Context: an optimization exercise on an open-source flow, tuned for a short achievable clock period and few clock cycles. The choices shown serve that exercise and are no tape-out recipe. Function was checked by simulation only, so behaviour that the tests miss may differ from the original. Power and IR drop assume default switching activity.

### flow/constraint.sdc
create_clock -name core_clock -period 5.5 [get_ports {clk}]
set_input_delay 1.1000 -clock core_clock [delete_from_list [all_inputs] [get_ports {clk}]]
set_output_delay 1.1000 -clock core_clock [all_outputs]
set_load 0.01 [all_outputs]
### flow/design.v
`timescale 1ns/1ps
`default_nettype none
package isaPkg;
    typedef enum logic [1:0] {
        aluReg  = 2'b00,
        aluImm  = 2'b01,
        branch  = 2'b10,
        special = 2'b11
    } instrClass;
    typedef enum logic [3:0] {
        opAdd  = 4'd0,
        opSub  = 4'd1,
        opAnd  = 4'd2,
        opOr   = 4'd3,
        opXor  = 4'd4,
        opNot  = 4'd5,
        opShl  = 4'd6,
        opSra  = 4'd7,
        opSrl  = 4'd8,
        opPass = 4'd9
    } aluOp;
    typedef enum logic [1:0] {
        condAlways      = 2'b00,
        condNegative    = 2'b01,
        condNonNegative = 2'b10,
        condZero        = 2'b11
    } branchCond;
    typedef enum logic [3:0] {
        kindLoad  = 4'b1100,
        kindStore = 4'b1101,
        kindOut   = 4'b1111
    } specialKind;
    typedef struct packed {
        instrClass                      cls;
        aluOp                           op;
        logic [4-1:0] rs;
        logic [4-1:0] rt;
        logic [4-1:0] rd;
        logic [14-1:0]      imm;
    } aluFields;
    typedef struct packed {
        instrClass                      cls;
        logic [1:0]                     kind;
        logic [1:0]                     variant;
        logic [4-1:0] rs;
        logic [4-1:0] rt;
        logic [4-1:0] rd;
        logic [14-1:0]      imm;
    } ctlFields;
    typedef union packed {
        aluFields aluForm;
        ctlFields ctlForm;
    } instrWord;
endpackage
`default_nettype wire
`timescale 1ns/1ps
`default_nettype none
package ctrlPkg;
    typedef enum logic [2:0] {
        fetch     = 3'd0,
        decode    = 3'd1,
        execute   = 3'd2,
        memory    = 3'd3,
        writeback = 3'd4
    } cpuState;
    typedef enum logic {
        regA   = 1'b0,
        nextPc = 1'b1
    } operandA;
    typedef enum logic {
        regB      = 1'b0,
        immediate = 1'b1
    } operandB;
endpackage
`default_nettype wire
`timescale 1ns/1ps
`default_nettype none
module cpuTop (
    input  logic        clk,
    input  logic        reset,
    output logic [31:0] wbAdr,
    output logic [31:0] wbDatW,
    output logic        wbWe,
    output logic        wbCyc,
    output logic        wbStb,
    input  logic [31:0] wbDatR,
    input  logic        wbAck,
    output logic        outValid,
    output logic [31:0] outData
);
    localparam logic [1:0] KFetch = 2'd0;
    localparam logic [1:0] KLoad  = 2'd1;
    localparam logic [1:0] KStore = 2'd2;
    logic [7:0]         pc;
    logic [7:0]         pf;
    logic [7:0]         pfP1;
    logic [63:0]        icV;
    logic [63:0][1:0]   icTag;
    logic [63:0][31:0]  icData;
    logic [63:0]        icPt;
    logic [63:0][7:0]   icTgt;
    logic               dValid;
    logic [31:0]        dIr;
    logic [7:0]         dPc;
    logic               dPt;
    logic [7:0]         dTgt;
    logic               eValid;
    logic               eWr;
    logic               eLoad;
    logic               eStore;
    logic               eOut;
    logic [3:0]         eRd;
    logic [31:0]        eA;
    logic               eAZ;
    logic [31:0]        eB;
    logic [31:0]        eSD;
    logic               eFwdA;
    logic               eFwdB;
    logic               eFwdSD;
    logic               eSub;
    logic               eSelAdd;
    logic               eSelAnd;
    logic               eSelOr;
    logic               eSelXor;
    logic               eSelNot;
    logic               eSelShl;
    logic               eSelSra;
    logic               eSelSrl;
    logic               eSelPass;
    logic [7:0]         eIdx;
    logic               eBr;
    logic [1:0]         eCond;
    logic               ePt;
    logic               eJump;
    logic [7:0]         eTgt;
    logic [7:0]         eNext;
    logic               wValid;
    logic [3:0]         wRd;
    logic [31:0]        wRes;
    logic [15:0][31:0]  rf;
    logic [15:0]        rfZ;
    logic [63:0]        dcV;
    logic [63:0][1:0]   dcTag;
    logic [63:0][31:0]  dcData;
    logic [3:0][31:0]   sbAdr;
    logic [3:0][31:0]   sbDat;
    logic [3:0]         sbV;
    logic [1:0]         sbHead;
    logic [1:0]         sbTail;
    logic [2:0]         sbCnt;
    logic               busAct;
    logic [1:0]         busKind;
    logic [7:0]         busIdx;
    logic [7:0]         busIdxP1;
    logic [31:0]        busAdr;
    logic [31:0]        busDat;
    logic               busWe;
    logic               outV;
    logic [31:0]        outD;
    assign wbCyc = busAct;
    assign wbStb = busAct;
    assign wbAdr = busAdr;
    assign wbDatW = busDat;
    assign wbWe = busWe;
    assign outValid = outV;
    assign outData = outD;
    logic ackLoad;
    logic ackFetch;
    logic ackStore;
    assign ackLoad = busAct && wbAck && (busKind == KLoad);
    assign ackFetch = busAct && wbAck && (busKind == KFetch);
    assign ackStore = busAct && wbAck && (busKind == KStore);
    logic [5:0]  fI;
    logic        fHit;
    logic [31:0] fIns;
    logic        fPt;
    logic [7:0]  fTgt;
    assign fI = pc[5:0];
    assign fHit = icV[fI] && (icTag[fI] == pc[7:6]);
    assign fIns = icData[fI];
    assign fPt = icPt[fI];
    assign fTgt = icTgt[fI];
    logic [1:0]  dCls;
    logic [3:0]  dOp;
    logic [3:0]  dRs;
    logic [3:0]  dRt;
    logic [3:0]  dRd;
    logic [31:0] dImm;
    logic        dAluR;
    logic        dAluI;
    logic        dAlu;
    logic        dBr;
    logic        dLd;
    logic        dSt;
    logic        dOutI;
    logic        wZ;
    logic        bypRs;
    logic        bypRt;
    logic [31:0] rsv;
    logic [31:0] rtv;
    logic        rsZ;
    logic        fwdRs;
    logic        fwdRt;
    logic        dTaken;
    logic        hazard;
    logic        dLate;
    logic [9:0]  dAddr;
    assign dCls = dIr[31:30];
    assign dOp = dIr[29:26];
    assign dRs = dIr[25:22];
    assign dRt = dIr[21:18];
    assign dRd = dIr[17:14];
    assign dImm = {{18{dIr[13]}}, dIr[13:0]};
    assign dAluR = (dCls == 2'b00);
    assign dAluI = (dCls == 2'b01);
    assign dAlu = !dCls[1];
    assign dBr = (dCls == 2'b10);
    assign dLd = (dCls == 2'b11) && (dOp == 4'b1100);
    assign dSt = (dCls == 2'b11) && (dOp == 4'b1101);
    assign dOutI = (dCls == 2'b11) && (dOp == 4'b1111);
    assign wZ = (wRes == 32'd0);
    assign bypRs = wValid && (wRd == dRs);
    assign bypRt = wValid && (wRd == dRt);
    assign rsv = bypRs ? wRes : rf[dRs];
    assign rtv = bypRt ? wRes : rf[dRt];
    assign rsZ = bypRs ? wZ : rfZ[dRs];
    assign fwdRs = eValid && eWr && (eRd == dRs);
    assign fwdRt = eValid && eWr && (eRd == dRt);
    always_comb begin
        case (dIr[27:26])
            2'b00:   dTaken = 1'b1;
            2'b01:   dTaken = rsv[31];
            2'b10:   dTaken = !rsv[31];
            default: dTaken = rsZ;
        endcase
    end
    assign hazard = (dLd || dSt) && fwdRs;
    assign dLate = dBr && (dIr[27:26] != 2'b00) && fwdRs;
    assign dAddr = rsv[9:0] + dImm[9:0];
    logic [31:0] opA;
    logic [31:0] opB;
    logic [31:0] sdv;
    logic [31:0] sum;
    logic [31:0] aluRes;
    logic [31:0] eRes;
    logic [5:0]  dcI;
    logic        dcHit;
    logic        eBlock;
    logic        eDone;
    logic        eFree;
    logic        opAN;
    logic        opAZ;
    assign opA = eFwdA ? wRes : eA;
    assign opB = eFwdB ? wRes : eB;
    assign sdv = eFwdSD ? wRes : eSD;
    assign sum = opA + (eSub ? ~opB : opB) + {31'd0, eSub};
    assign aluRes = ({32{eSelAdd}} & sum)
                  | ({32{eSelAnd}} & (opA & opB))
                  | ({32{eSelOr}} & (opA | opB))
                  | ({32{eSelXor}} & (opA ^ opB))
                  | ({32{eSelNot}} & ~opA)
                  | ({32{eSelShl}} & (opB[0] ? {opA[30:0], 1'b0} : opA))
                  | ({32{eSelSra}} & (opB[0] ? {opA[31], opA[31:1]} : opA))
                  | ({32{eSelSrl}} & (opB[0] ? {1'b0, opA[31:1]} : opA))
                  | ({32{eSelPass}} & opB);
    assign dcI = eIdx[5:0];
    assign dcHit = dcV[dcI] && (dcTag[dcI] == eIdx[7:6]);
    assign eRes = eLoad ? (dcHit ? dcData[dcI] : wbDatR) : aluRes;
    assign eBlock = (eLoad && !dcHit && !ackLoad) || (eStore && sbCnt[2]);
    assign eDone = eValid && !eBlock;
    assign eFree = !eValid || eDone;
    assign opAN = eFwdA ? wRes[31] : eA[31];
    assign opAZ = eFwdA ? wZ : eAZ;
    logic       eTaken;
    logic       redirectE;
    logic       redirectD;
    logic       redirect;
    logic [7:0] redirPc;
    logic       dGo;
    logic       dFree;
    logic       fGo;
    always_comb begin
        case (eCond)
            2'b00:   eTaken = 1'b1;
            2'b01:   eTaken = opAN;
            2'b10:   eTaken = !opAN;
            default: eTaken = opAZ;
        endcase
    end
    assign redirectE = eValid && eBr && (eTaken != ePt) && eJump;
    assign dGo = dValid && eFree && !hazard;
    assign dFree = !dValid || dGo;
    assign redirectD = dGo && dBr && !dLate && (dTaken != dPt) && (dIr[9:2] != 8'd0);
    assign redirect = redirectE || redirectD;
    assign redirPc = redirectE ? (eTaken ? eTgt : eNext) : (dTaken ? dTgt : dPc + 8'd1);
    assign fGo = fHit && dFree && !redirect;
    logic       lPf;
    logic       lPf1;
    logic [7:0] dpf;
    logic [7:0] dpf1;
    logic       demand;
    logic       fetchInFlight;
    logic       pfStep;
    logic [7:0] nf;
    logic       needNf;
    logic       nearNf;
    assign lPf = icV[pf[5:0]] && (icTag[pf[5:0]] == pf[7:6]);
    assign lPf1 = icV[pfP1[5:0]] && (icTag[pfP1[5:0]] == pfP1[7:6]);
    assign dpf = pf - pc;
    assign dpf1 = pfP1 - pc;
    assign demand = !fHit && !(ackFetch && busIdx == pc);
    assign fetchInFlight = busAct && (busKind == KFetch) && !wbAck;
    assign pfStep = ackFetch || (lPf && dpf <= 8'd32);
    always_comb begin
        if (fetchInFlight) begin
            nf = pf;
            needNf = 1'b0;
            nearNf = 1'b0;
        end else if (demand) begin
            nf = pc;
            needNf = 1'b1;
            nearNf = 1'b1;
        end else if (pfStep) begin
            nf = pfP1;
            needNf = !lPf1 && (dpf1 <= 8'd32);
            nearNf = dpf1 <= 8'd2;
        end else if (dpf[7]) begin
            nf = pc;
            needNf = 1'b0;
            nearNf = 1'b0;
        end else begin
            nf = pf;
            needNf = !lPf && (dpf <= 8'd32);
            nearNf = dpf <= 8'd2;
        end
    end
    logic       busFree;
    logic       sbConflict;
    logic       loadReq;
    logic [1:0] headNext;
    logic       storeAvail;
    logic       selFetch;
    logic       selStore;
    assign busFree = !busAct || wbAck;
    always_comb begin
        sbConflict = 1'b0;
        for (int i = 0; i < 4; i++) begin
            if (sbV[i] && sbAdr[i][9:2] == eIdx) sbConflict = 1'b1;
        end
    end
    assign loadReq = eValid && eLoad && !dcHit && !(busAct && busKind == KLoad) && !sbConflict;
    assign headNext = sbHead + {1'b0, ackStore};
    assign storeAvail = (sbCnt > 3'd1) || (sbCnt == 3'd1 && !ackStore);
    assign selFetch = !loadReq && needNf && (nearNf || !storeAvail);
    assign selStore = !loadReq && !(needNf && nearNf) && storeAvail;
    always_ff @(posedge clk) begin
        if (reset) begin
            busAct <= 1'b1;
            busKind <= KFetch;
            busIdx <= 8'd0;
            busIdxP1 <= 8'd1;
            busAdr <= 32'd0;
            busWe <= 1'b0;
            pf <= 8'd0;
            pfP1 <= 8'd1;
        end else begin
            if (!fetchInFlight) begin
                pf <= nf;
                pfP1 <= nf + 8'd1;
            end
            if (busFree) begin
                busAct <= loadReq || selFetch || selStore;
                busWe <= selStore;
                if (loadReq) begin
                    busKind <= KLoad;
                    busAdr <= {22'd0, eIdx, 2'b00};
                    busIdx <= eIdx;
                    busIdxP1 <= eIdx + 8'd1;
                end else if (selFetch) begin
                    busKind <= KFetch;
                    busAdr <= {22'd0, nf, 2'b00};
                    busIdx <= nf;
                    busIdxP1 <= nf + 8'd1;
                end else begin
                    busKind <= KStore;
                    busAdr <= sbAdr[headNext];
                end
            end
        end
    end
    always_ff @(posedge clk) begin
        if (busFree) busDat <= sbDat[headNext];
    end
    always_ff @(posedge clk) begin
        if (reset) begin
            sbV <= '0;
            sbHead <= '0;
            sbTail <= '0;
            sbCnt <= '0;
        end else begin
            if (ackStore) begin
                sbV[sbHead] <= 1'b0;
                sbHead <= sbHead + 2'd1;
            end
            if (eDone && eStore) begin
                sbV[sbTail] <= 1'b1;
                sbTail <= sbTail + 2'd1;
            end
            sbCnt <= sbCnt + {2'd0, eDone && eStore} - {2'd0, ackStore};
        end
    end
    always_ff @(posedge clk) begin
        if (eDone && eStore) begin
            sbAdr[sbTail] <= sum;
            sbDat[sbTail] <= sdv;
        end
    end
    logic [7:0] fillTgt;
    logic       fillPt;
    assign fillTgt = busIdxP1 + wbDatR[9:2];
    assign fillPt = (wbDatR[31:30] == 2'b10) && ((wbDatR[27:26] == 2'b00) || wbDatR[13]);
    always_ff @(posedge clk) begin
        if (reset) begin
            icV <= '0;
            dcV <= '0;
        end else begin
            if (ackFetch) icV[busIdx[5:0]] <= 1'b1;
            if (eDone && eStore && icTag[dcI] == eIdx[7:6]) icV[dcI] <= 1'b0;
            if (ackLoad) dcV[busIdx[5:0]] <= 1'b1;
            if (eDone && eStore) dcV[dcI] <= 1'b1;
        end
    end
    always_ff @(posedge clk) begin
        if (ackFetch) begin
            icData[busIdx[5:0]] <= wbDatR;
            icTag[busIdx[5:0]] <= busIdx[7:6];
            icPt[busIdx[5:0]] <= fillPt;
            icTgt[busIdx[5:0]] <= fillTgt;
        end
        if (ackLoad) begin
            dcData[busIdx[5:0]] <= wbDatR;
            dcTag[busIdx[5:0]] <= busIdx[7:6];
        end else if (eDone && eStore) begin
            dcData[dcI] <= sdv;
            dcTag[dcI] <= eIdx[7:6];
        end
    end
    always_ff @(posedge clk) begin
        if (reset) begin
            pc <= 8'd0;
            dValid <= 1'b0;
            eValid <= 1'b0;
            wValid <= 1'b0;
            outV <= 1'b0;
        end else begin
            if (redirect) pc <= redirPc;
            else if (fGo) pc <= fPt ? fTgt : pc + 8'd1;
            if (fGo) dValid <= 1'b1;
            else if (dGo || redirect) dValid <= 1'b0;
            if (dGo) eValid <= !redirectE && (dAlu || dLd || dSt || dOutI || dLate);
            else if (eDone) eValid <= 1'b0;
            wValid <= eDone && eWr;
            outV <= eDone && eOut;
        end
    end
    always_ff @(posedge clk) begin
        if (fGo) begin
            dIr <= fIns;
            dPc <= pc;
            dPt <= fPt;
            dTgt <= fTgt;
        end
        if (dGo) begin
            eWr <= dAlu || dLd;
            eLoad <= dLd;
            eStore <= dSt;
            eOut <= dOutI;
            eRd <= dRd;
            eA <= rsv;
            eAZ <= rsZ;
            eFwdA <= fwdRs;
            eB <= (dAluI || dSt) ? dImm : rtv;
            eFwdB <= !(dAluI || dSt) && fwdRt;
            eSD <= rtv;
            eFwdSD <= fwdRt;
            eIdx <= dAddr[9:2];
            eSub <= dAlu && dOp == 4'd1;
            eSelAdd <= (dAlu && (dOp == 4'd0 || dOp == 4'd1)) || dSt || dOutI;
            eSelAnd <= dAlu && dOp == 4'd2;
            eSelOr <= dAlu && dOp == 4'd3;
            eSelXor <= dAlu && dOp == 4'd4;
            eSelNot <= dAlu && dOp == 4'd5;
            eSelShl <= dAlu && dOp == 4'd6;
            eSelSra <= dAlu && dOp == 4'd7;
            eSelSrl <= dAlu && dOp == 4'd8;
            eSelPass <= dAlu && dOp == 4'd9;
            eBr <= dLate;
            eCond <= dIr[27:26];
            ePt <= dPt;
            eJump <= dIr[9:2] != 8'd0;
            eTgt <= dTgt;
            eNext <= dPc + 8'd1;
        end
        if (eDone && eWr) begin
            wRd <= eRd;
            wRes <= eRes;
        end
        if (eDone && eOut) begin
            outD <= sum;
        end
    end
    always_ff @(posedge clk) begin
        if (reset) begin
            rf <= '0;
            rfZ <= '1;
        end else if (wValid) begin
            rf[wRd] <= wRes;
            rfZ[wRd] <= wZ;
        end
    end
endmodule
`default_nettype wire
### flow/run.sh
#!/bin/bash
# synth_recipe.tcl (not shown) runs the flow's synth.tcl, then flattens the netlist and writes it again
# the make line also repeats each setting of config.mk as NAME=value (left out here)
make -C /OpenROAD-flow-scripts/flow DESIGN_CONFIG=/design/flow/config.mk WORK_HOME=/design/flow/orfs CLKGATE_MAP_FILE= SYNTH_SCRIPT=/design/flow/synth_recipe.tcl finish
### flow/config.mk
export PLATFORM = sky130hd
export DESIGN_NAME = cpuTop
export DESIGN_NICKNAME = cpuTop
export VERILOG_FILES = /design/flow/design.v
export SDC_FILE = /design/flow/constraint.sdc
export NUM_CORES = 4
export LEC_CHECK = 0
export ABC_CLOCK_PERIOD_IN_PS = 2500
export CAP_MARGIN = 20
export CORE_MARGIN = 2
export CORE_UTILIZATION = 40
export PLACE_DENSITY = 0.6
export SETUP_SLACK_MARGIN = 3.0
export SLEW_MARGIN = 20
==> notes.md <==
[what timing repair did]
item	CTS
hold endpoints to repair	0
endpoints found under the setup margin	11700
cloned	1249
setup buffers	2397
pin swaps	2707
resized for setup	9983
[logic make-up after synthesis]
kind of cell,after synthesis
mux,3416
buf+inv,3228
simple gates,8718
compound gates,5582
flops,6227
fa+ha+maj,160
xor+xnor,186
[per-stage QoR]
step | power, mW | area [um2] | util | cells
floorplan | 74.9 | 330000 | - | 27500
global placement | 84.5 | 351000 | 0.427 | 37200
detailed placement | 85.1 | 351000 | 0.427 | 37200
CTS | 149 | 469000 | 0.570 | 42100
[power by group through the flow]
| stage | logic [mW] | registers (mW) | clock network [mW] |
|---|---|---|---|
| floorplan | 13.1 | 61.7 | 0 |
| global placement | 22.7 | 61.8 | 0 |
| detailed placement | 23.1 | 62.0 | 0 |
| CTS | 40.9 | 61.3 | 46.6 |
[layer usage]
metal | overflow | GRT usage
met1 | 0 | 0.568
met2 | 0 | 0.638
met3 | 6 | 0.505
met4 | 12 | 0.496
met5 | 1 | 0.382
[how the worst max path moves through the flow]
stage	startpoint	end
after floorplan	eIdx[0]$_DFFE_PP_	dcData[0]$_DFFE_PP_
after detailed placement	eIdx[0]$_DFFE_PP_	wRes[10]$_DFFE_PP_
after CTS	eIdx[0]$_DFFE_PP_	wRes[29]$_DFFE_PP_
after global placement	eIdx[0]$_DFFE_PP_	wRes[12]$_DFFE_PP_
==> qor.tcl <==
set qor(max-clock-path-buffers) 4
set qor(cts.sink_count) 6227
set qor(cts_made_buffers) 684
set qor(synth.mux.area_fraction) 0.188
set qor(boundaryPins) 135
set qor(synthFlopType) {edfxtp_1}
set qor(synth_warnings) 1
set qor(synth_area_per_cell_um2) 12.0
set qor(most_numerous_cell_in_the_yosys_netlist) {edfxtp_1}
set qor(grt_start_max_net_pins) 165
set qor(yosys.area.top_type_share) 0.498
set qor(initial_utilization) 0.402
set qor(complex_gate_fraction_of_the_synthesized_area) 0.117
set qor(yosys.area_share.adder) 0.00617
set qor(synthTopCellsByArea) {edfxtp_1, mux4_2, nand2_1}
set qor(error_that_stopped_the_run) {[ERROR GRT-0232] Routing congestion too high. Check the congestion heatmap in the GUI.}
set qor(seq_area_frac_synth) 0.544
set qor(floorplan.die.height_um) 913
set qor(rows) 333
set qor(synth-edff-count) 5480
set qor(outcome) {aborted with a tool error}
set qor(syn_inst) 27500
set qor(failing_step) {global routing}
set qor(cts_max_level) 6
set qor(share_of_synthesized_cell_area_in_and_or_nand_and_nor_gates) 0.103
set qor(post-place-ws_ns) 0.134
set qor(post_synth_xor_area_fraction) 0.00493
set qor(yosysTopAreaCell) {edfxtp_1}
set qor(gpl.final_weighted_congestion) 1.00
set qor(syn-cell-area_um2) 330000
set qor(synth_fp_nets) 27700
set qor(port-buffer-count) 134
set qor(global_route.usage.total) 0.559
set qor(cts-hold-fix-buffers) 0
set qor(synth_seq_cells) 6227
set qor(dpl.hpwl_mm) 1000
set qor(yosys.cell_types.count) 89
set qor(chipWidth_um) 913
set qor(synth_top_cells_by_count) {edfxtp_1, nand2_1, nor2_1, clkbuf_1, mux4_2}
set qor(clockRootBuffer) {clkbuf_16}
set qor(synth_async_sr_flop_share) 0
set qor(gr-total-overflow) 19
set qor(synth_top_family_by_area) {multiplexers}
Testbench counts, summed over its fixed seeds: cycles 7,139.
